What follows belongs to an exercise in optimizing a design on an open flow for small area and a short achievable clock period; a production flow would make more cautious choices.
In this exercise RTL edits were held to simulation tests only and were not proved equivalent to the original.

==> yarrow: inputs <==
## ntlm_hash_top
module ntlm_hash_top (
  input  logic               clk,
  input  logic               n_rst,
  input  ntlm_pkg::pwd_str_t instr,
  input  ntlm_pkg::pwd_len_t length,
  output ntlm_pkg::digest_t  hash,
  output ntlm_pkg::pwd_str_t outstr
);
==> module md4_step_stage, before the edit <==
module md4_step_stage #(
  parameter int STAGE_IDX = 0
) (
  input  logic                 clk,
  input  ntlm_pkg::word_t      p_in,
  input  ntlm_pkg::word_t      b_in,
  input  ntlm_pkg::word_t      c_in,
  input  ntlm_pkg::word_t      d_in,
  input  ntlm_pkg::pwd_str_t   str,
  input  ntlm_pkg::pwd_len_t   len,
  input  logic [31:0]          dec,    
  output ntlm_pkg::word_t      p_out,
  output ntlm_pkg::word_t      b_out,
  output ntlm_pkg::word_t      c_out,
  output ntlm_pkg::word_t      d_out
);
  localparam int S0   = STAGE_IDX * ntlm_pkg::STEPS_PER_STAGE;
  localparam bit LAST = (STAGE_IDX == ntlm_pkg::NUM_STAGES - 1);
  function automatic ntlm_pkg::word_t xw(input int unsigned j, input ntlm_pkg::pwd_str_t s,
                                        input ntlm_pkg::pwd_len_t l, input logic [31:0] dc);
    if (STAGE_IDX == 0 && j < 8) xw = ntlm_pkg::msg_word_dec(j, s, dc);
    else                         xw = ntlm_pkg::msg_word(j, s, l);
  endfunction
  ntlm_pkg::word_t w [7];
  ntlm_pkg::word_t q [4];
  ntlm_pkg::word_t sum [4];
  ntlm_pkg::word_t p_nxt, b_nxt, c_nxt, d_nxt;
  assign w[0] = d_in;
  assign w[1] = c_in;
  assign w[2] = b_in;
  generate
    for (genvar i = 0; i < ntlm_pkg::STEPS_PER_STAGE; i++) begin : g_step
      localparam int S = S0 + i;
      if (i == 0) begin : g_q0
        assign q[i] = p_in;
      end else begin : g_qn
        if (i == 1 || STAGE_IDX == 0) begin : g_fast
          assign q[i] = w[i-1] + xw(ntlm_pkg::step_word_idx(S), str, len, dec)
                        + ntlm_pkg::step_k(S);
        end else begin : g_small
          assign q[i] = ntlm_pkg::bk_add3(w[i-1], xw(ntlm_pkg::step_word_idx(S), str, len, dec),
                                          ntlm_pkg::step_k(S));
        end
      end
      if (S == 0) begin : g_first
        assign sum[i] = p_in;
      end else begin : g_add
        md4_step_add #(
          .RND (S / ntlm_pkg::STEPS_PER_ROUND),
          .ARCH(S < 16 ? ntlm_pkg::ADD_ARCH_R1 :
                S < 32 ? ntlm_pkg::ADD_ARCH_R2 : ntlm_pkg::ADD_ARCH_R3)
        ) u_add (
          .b  (w[i+2]),
          .c  (w[i+1]),
          .d  (w[i]),
          .q  (q[i]),
          .sum(sum[i])
        );
      end
      assign w[i+3] = ntlm_pkg::rotl(sum[i], ntlm_pkg::step_shift(S));
    end
  endgenerate
  generate
    if (LAST) begin : g_last
      assign p_nxt = w[3] + ntlm_pkg::IV_A;
      assign d_nxt = w[4] + ntlm_pkg::IV_D;
      assign c_nxt = w[5] + ntlm_pkg::IV_C;
    end else begin : g_mid
      assign p_nxt = ntlm_pkg::bk_add3(w[3], xw(ntlm_pkg::step_word_idx(S0 + 4), str, len, dec),
                                       ntlm_pkg::step_k(S0 + 4));
      assign d_nxt = w[4];
      assign c_nxt = w[5];
    end
  endgenerate
  assign b_nxt = w[6];
  always_ff @(posedge clk) begin
    p_out <= p_nxt;
    b_out <= b_nxt;
    c_out <= c_nxt;
    d_out <= d_nxt;
  end
endmodule
==> module md4_core, before the edit <==
module md4_core (
  input  logic                                 clk,
  input  logic [128*ntlm_pkg::NUM_STAGES-1:0]  str_pipe,
  input  logic [4*ntlm_pkg::NUM_STAGES-1:0]    len_pipe,
  input  logic [31:0]                          dec0,
  input  ntlm_pkg::pwd_str_t                   instr,
  input  ntlm_pkg::pwd_len_t                   length,
  output ntlm_pkg::digest_t                    hash
);
  localparam int N = ntlm_pkg::NUM_STAGES;
  logic [31:0] sp [N+1];
  logic [31:0] sb [N+1];
  logic [31:0] sc [N+1];
  logic [31:0] sd [N+1];
  function automatic logic [31:0] bswap(input logic [31:0] w);
    bswap = {w[7:0], w[15:8], w[23:16], w[31:24]};
  endfunction
  ntlm_pkg::word_t t0_q;
  always_ff @(posedge clk) begin
    t0_q <= ntlm_pkg::msg_word(0, instr, length)
             + (ntlm_pkg::IV_A + ntlm_pkg::round_fn(0, ntlm_pkg::IV_B, ntlm_pkg::IV_C,
                                                    ntlm_pkg::IV_D));
  end
  assign sp[0] = t0_q;
  assign sb[0] = ntlm_pkg::IV_B;
  assign sc[0] = ntlm_pkg::IV_C;
  assign sd[0] = ntlm_pkg::IV_D;
  generate
    for (genvar n = 0; n < N; n++) begin : g_stage
      md4_step_stage #(
        .STAGE_IDX(n)
      ) u_stage (
        .clk  (clk),
        .p_in (sp[n]),
        .b_in (sb[n]),
        .c_in (sc[n]),
        .d_in (sd[n]),
        .str  (str_pipe[128*n +: 128]),
        .len  (len_pipe[4*n +: 4]),
        .dec  (dec0),
        .p_out(sp[n+1]),
        .b_out(sb[n+1]),
        .c_out(sc[n+1]),
        .d_out(sd[n+1])
      );
    end
  endgenerate
  assign hash = {bswap(sp[N]),
                 bswap(sb[N] + ntlm_pkg::IV_B),
                 bswap(sc[N]),
                 bswap(sd[N])};
endmodule
==> flow/config.mk <==
export PLATFORM = sky130hd
export DESIGN_NAME = ntlm_hash_top
export DESIGN_NICKNAME = ntlm_hash_top
export VERILOG_FILES = /design/flow/design.v
export SDC_FILE = /design/flow/constraint.sdc
export NUM_CORES = 4
export LEC_CHECK = 0
export ABC_AREA = 1
export CAP_MARGIN = 20
export CORE_MARGIN = 2
export CORE_UTILIZATION = 45
export SLEW_MARGIN = 20
export SYNTH_HIERARCHICAL = 1
export SYNTH_MINIMUM_KEEP_SIZE = 0
==> flow/constraint.sdc <==
create_clock -name core_clock -period 16.5 [get_ports {clk}]
set_input_delay 3.3000 -clock core_clock [delete_from_list [all_inputs] [get_ports {clk}]]
set_output_delay 3.3000 -clock core_clock [all_outputs]
set_load 0.01 [all_outputs]
standard.sh (not shown) runs the stock make flow with config.mk's settings and CLKGATE_MAP_FILE= SYNTH_SCRIPT=/design/flow/synth_recipe.tcl, a recipe that flattens the netlist after the stock synthesis.
==> flow/flow/run.sh <==
#!/bin/bash
set -euo pipefail
MARGIN=8.5
# 1. the standard synthesis, unchanged
bash standard.sh synth > synth.log 2>&1
# 2. the rest of the standard flow, with the larger repair margin
sed "s#CLKGATE_MAP_FILE= #CLKGATE_MAP_FILE= SETUP_SLACK_MARGIN=${MARGIN} #" standard.sh > standard_margin.sh
grep -q "SETUP_SLACK_MARGIN=${MARGIN}" standard_margin.sh
bash standard_margin.sh finish > layout.log 2>&1
test -f out/final.def
==> pepper: changes against yarrow <==
--- a/flow/design.v
+++ b/flow/design.v
@@ -234,6 +234,7 @@
 ) (
   input  logic                 clk,
   input  ntlm_pkg::word_t      p_in,
+  input  ntlm_pkg::word_t      r_in,
   input  ntlm_pkg::word_t      b_in,
   input  ntlm_pkg::word_t      c_in,
   input  ntlm_pkg::word_t      d_in,
@@ -241,6 +242,7 @@
   input  ntlm_pkg::pwd_len_t   len,
   input  logic [31:0]          dec,    
   output ntlm_pkg::word_t      p_out,
+  output ntlm_pkg::word_t      r_out,
   output ntlm_pkg::word_t      b_out,
   output ntlm_pkg::word_t      c_out,
   output ntlm_pkg::word_t      d_out
@@ -255,7 +257,7 @@
   ntlm_pkg::word_t w [7];
   ntlm_pkg::word_t q [4];
   ntlm_pkg::word_t sum [4];
-  ntlm_pkg::word_t p_nxt, b_nxt, c_nxt, d_nxt;
+  ntlm_pkg::word_t p_nxt, r_nxt, b_nxt, c_nxt, d_nxt;
   assign w[0] = d_in;
   assign w[1] = c_in;
   assign w[2] = b_in;
@@ -265,7 +267,9 @@
       if (i == 0) begin : g_q0
         assign q[i] = p_in;
       end else begin : g_qn
-        if (i == 1 || STAGE_IDX == 0) begin : g_fast
+        if (i == 1 && STAGE_IDX != 0) begin : g_q1
+          assign q[i] = r_in;
+        end else if (STAGE_IDX == 0) begin : g_fast
           assign q[i] = w[i-1] + xw(ntlm_pkg::step_word_idx(S), str, len, dec)
                         + ntlm_pkg::step_k(S);
         end else begin : g_small
@@ -294,11 +298,14 @@
   generate
     if (LAST) begin : g_last
       assign p_nxt = w[3] + ntlm_pkg::IV_A;
+      assign r_nxt = '0;
       assign d_nxt = w[4] + ntlm_pkg::IV_D;
       assign c_nxt = w[5] + ntlm_pkg::IV_C;
     end else begin : g_mid
       assign p_nxt = ntlm_pkg::bk_add3(w[3], xw(ntlm_pkg::step_word_idx(S0 + 4), str, len, dec),
                                        ntlm_pkg::step_k(S0 + 4));
+      assign r_nxt = ntlm_pkg::bk_add3(w[4], xw(ntlm_pkg::step_word_idx(S0 + 5), str, len, dec),
+                                       ntlm_pkg::step_k(S0 + 5));
       assign d_nxt = w[4];
       assign c_nxt = w[5];
     end
@@ -306,6 +313,7 @@
   assign b_nxt = w[6];
   always_ff @(posedge clk) begin
     p_out <= p_nxt;
+    r_out <= r_nxt;
     b_out <= b_nxt;
     c_out <= c_nxt;
     d_out <= d_nxt;
@@ -323,6 +331,7 @@
 );
   localparam int N = ntlm_pkg::NUM_STAGES;
   logic [31:0] sp [N+1];
+  logic [31:0] sr [N+1];
   logic [31:0] sb [N+1];
   logic [31:0] sc [N+1];
   logic [31:0] sd [N+1];
@@ -336,6 +345,7 @@
                                                     ntlm_pkg::IV_D));
   end
   assign sp[0] = t0_q;
+  assign sr[0] = '0;
   assign sb[0] = ntlm_pkg::IV_B;
   assign sc[0] = ntlm_pkg::IV_C;
   assign sd[0] = ntlm_pkg::IV_D;
@@ -346,6 +356,7 @@
       ) u_stage (
         .clk  (clk),
         .p_in (sp[n]),
+        .r_in (sr[n]),
         .b_in (sb[n]),
         .c_in (sc[n]),
         .d_in (sd[n]),
@@ -353,6 +364,7 @@
         .len  (len_pipe[4*n +: 4]),
         .dec  (dec0),
         .p_out(sp[n+1]),
+        .r_out(sr[n+1]),
         .b_out(sb[n+1]),
         .c_out(sc[n+1]),
         .d_out(sd[n+1])
--- a/flow/flow/run.sh
+++ b/flow/flow/run.sh
@@ -1,6 +1,6 @@
 #!/bin/bash
 set -euo pipefail
-MARGIN=8.5
+MARGIN=9.5
 # 1. the standard synthesis, unchanged
 bash standard.sh synth > synth.log 2>&1
 # 2. the rest of the standard flow, with the larger repair margin
--- a/flow/config.mk
+++ b/flow/config.mk
@@ -8,7 +8,7 @@
 export ABC_AREA = 1
 export CAP_MARGIN = 20
 export CORE_MARGIN = 2
-export CORE_UTILIZATION = 45
+export CORE_UTILIZATION = 50
 export SLEW_MARGIN = 20
 export SYNTH_HIERARCHICAL = 1
 export SYNTH_MINIMUM_KEEP_SIZE = 0
==> tundra: changes against yarrow <==
--- a/flow/design.v
+++ b/flow/design.v
@@ -234,6 +234,7 @@
 ) (
   input  logic                 clk,
   input  ntlm_pkg::word_t      p_in,
+  input  ntlm_pkg::word_t      r_in,
   input  ntlm_pkg::word_t      b_in,
   input  ntlm_pkg::word_t      c_in,
   input  ntlm_pkg::word_t      d_in,
@@ -241,6 +242,7 @@
   input  ntlm_pkg::pwd_len_t   len,
   input  logic [31:0]          dec,    
   output ntlm_pkg::word_t      p_out,
+  output ntlm_pkg::word_t      r_out,
   output ntlm_pkg::word_t      b_out,
   output ntlm_pkg::word_t      c_out,
   output ntlm_pkg::word_t      d_out
@@ -255,7 +257,7 @@
   ntlm_pkg::word_t w [7];
   ntlm_pkg::word_t q [4];
   ntlm_pkg::word_t sum [4];
-  ntlm_pkg::word_t p_nxt, b_nxt, c_nxt, d_nxt;
+  ntlm_pkg::word_t p_nxt, r_nxt, b_nxt, c_nxt, d_nxt;
   assign w[0] = d_in;
   assign w[1] = c_in;
   assign w[2] = b_in;
@@ -265,7 +267,9 @@
       if (i == 0) begin : g_q0
         assign q[i] = p_in;
       end else begin : g_qn
-        if (i == 1 || STAGE_IDX == 0) begin : g_fast
+        if (i == 1 && STAGE_IDX != 0) begin : g_q1
+          assign q[i] = r_in;
+        end else if (STAGE_IDX == 0) begin : g_fast
           assign q[i] = w[i-1] + xw(ntlm_pkg::step_word_idx(S), str, len, dec)
                         + ntlm_pkg::step_k(S);
         end else begin : g_small
@@ -294,11 +298,14 @@
   generate
     if (LAST) begin : g_last
       assign p_nxt = w[3] + ntlm_pkg::IV_A;
+      assign r_nxt = '0;
       assign d_nxt = w[4] + ntlm_pkg::IV_D;
       assign c_nxt = w[5] + ntlm_pkg::IV_C;
     end else begin : g_mid
       assign p_nxt = ntlm_pkg::bk_add3(w[3], xw(ntlm_pkg::step_word_idx(S0 + 4), str, len, dec),
                                        ntlm_pkg::step_k(S0 + 4));
+      assign r_nxt = ntlm_pkg::bk_add3(w[4], xw(ntlm_pkg::step_word_idx(S0 + 5), str, len, dec),
+                                       ntlm_pkg::step_k(S0 + 5));
       assign d_nxt = w[4];
       assign c_nxt = w[5];
     end
@@ -306,6 +313,7 @@
   assign b_nxt = w[6];
   always_ff @(posedge clk) begin
     p_out <= p_nxt;
+    r_out <= r_nxt;
     b_out <= b_nxt;
     c_out <= c_nxt;
     d_out <= d_nxt;
@@ -323,6 +331,7 @@
 );
   localparam int N = ntlm_pkg::NUM_STAGES;
   logic [31:0] sp [N+1];
+  logic [31:0] sr [N+1];
   logic [31:0] sb [N+1];
   logic [31:0] sc [N+1];
   logic [31:0] sd [N+1];
@@ -336,6 +345,7 @@
                                                     ntlm_pkg::IV_D));
   end
   assign sp[0] = t0_q;
+  assign sr[0] = '0;
   assign sb[0] = ntlm_pkg::IV_B;
   assign sc[0] = ntlm_pkg::IV_C;
   assign sd[0] = ntlm_pkg::IV_D;
@@ -346,6 +356,7 @@
       ) u_stage (
         .clk  (clk),
         .p_in (sp[n]),
+        .r_in (sr[n]),
         .b_in (sb[n]),
         .c_in (sc[n]),
         .d_in (sd[n]),
@@ -353,6 +364,7 @@
         .len  (len_pipe[4*n +: 4]),
         .dec  (dec0),
         .p_out(sp[n+1]),
+        .r_out(sr[n+1]),
         .b_out(sb[n+1]),
         .c_out(sc[n+1]),
         .d_out(sd[n+1])
--- a/flow/flow/run.sh
+++ b/flow/flow/run.sh
@@ -1,6 +1,6 @@
 #!/bin/bash
 set -euo pipefail
-MARGIN=8.5
+MARGIN=9.5
 # 1. the standard synthesis, unchanged
 bash standard.sh synth > synth.log 2>&1
 # 2. the rest of the standard flow, with the larger repair margin
==> key figures <==
Run status
  – Status: timing/DRC/antenna clean

Floorplan
  – Num rows: around 300
  – Die width: ~800 um

Global route
  – GR Layer Usage met1: 0.409
  – Met3 usage: 0.0523

Clock network
  – Post-CTS Setup Bufs: about 210
  – Clk slew on worst S/H paths: approximately 60 ps

Final layout
  – Non-clock buffers: around 1,600
  – Antenna cells: approximately 200

Placement
  – DP Worst Slack: ~7300 ps

STA
  – Final Skew: 140 ps
Source of the figures above: tundra

==> key figures <==
Final layout
  – Antenna cells: 100
  – Non-clock buffers: a little under 800
  – Invs w/o clock: 11,300

STA
  – Final Skew: ~160 ps

Clock network
  – Post-CTS Setup Bufs: 6
  – Clk slew on worst S/H paths: roughly 60 ps

Run status
  – Status: timing/DRC/antenna clean

Placement
  – DP Worst Slack: between 7000 and 8000 ps

Global route
  – Met3 usage: 0.0720
Source of the figures above: yarrow

==> key figures <==
Run status
  – Status: timing/DRC/antenna clean

Clock network
  – Clk slew on worst S/H paths: 70 ps
  – Post-CTS Setup Bufs: between 200 and 250

Final layout
  – Non-clock buffers: approximately 1,600
  – Antenna cells: between 70 and 80
  – Most frequent cells in the layout: nand2_1, inv_1, dfxtp_1
  – # fillers: 58,300

Floorplan
  – Num rows: between 200 and 300
  – Die width: approximately 800 um

STA
  – Final WS setup: roughly 9700 ps
  – Final Skew: between 100 and 150 ps
  – # setup viols final: 0

Global route
  – Global-route wire length before repair: 1,820,000 um
  – GR Layer Usage met1: 0.436
  – Met3 usage: 0.0675

Worst setup path
  – Worst reg2reg startpoint: u_core.g_stage[4].u_stage.b_out[1]

Placement
  – DP Worst Slack: 7530 ps
Source of the figures above: pepper

[re-timing with driven ports]
In the flow no input, the clock included, has a driving cell. The finished layouts below were timed again as built, in two steps.
Step 1 (the two cells are an assumption about what drives the block):
set clk [get_ports {clk}]
set_driving_cell -lib_cell sky130_fd_sc_hd__clkbuf_16 $clk
set_driving_cell -lib_cell sky130_fd_sc_hd__buf_2 [delete_from_list [all_inputs] $clk]
Step 2, shift: input delay + t, output delay - t, t = (earliest + latest rising clock arrival at the registers) / 2. This alone moves slack from input paths to output paths.
a / b / c = ideal ports / drivers / drivers and shift; a / b = the first two.
run	t (ns)	slack for setup (ns)	hold slack, ns	worst register clock-pin slew, ns	cell pins on the clock port's net
yarrow	1.232	8.712 / 8.712 / 8.712	0.256 / 0.256 / 0.256	0.09 / 0.09	1
pepper	1.211	9.673 / 9.673 / 9.673	0.273 / 0.273 / 0.273	0.08 / 0.08	1
tundra	1.212	9.747 / 9.609 / 9.747	0.259 / 0.259 / 0.259	0.08 / 0.08	1
After both steps every run listed still meets setup and hold.
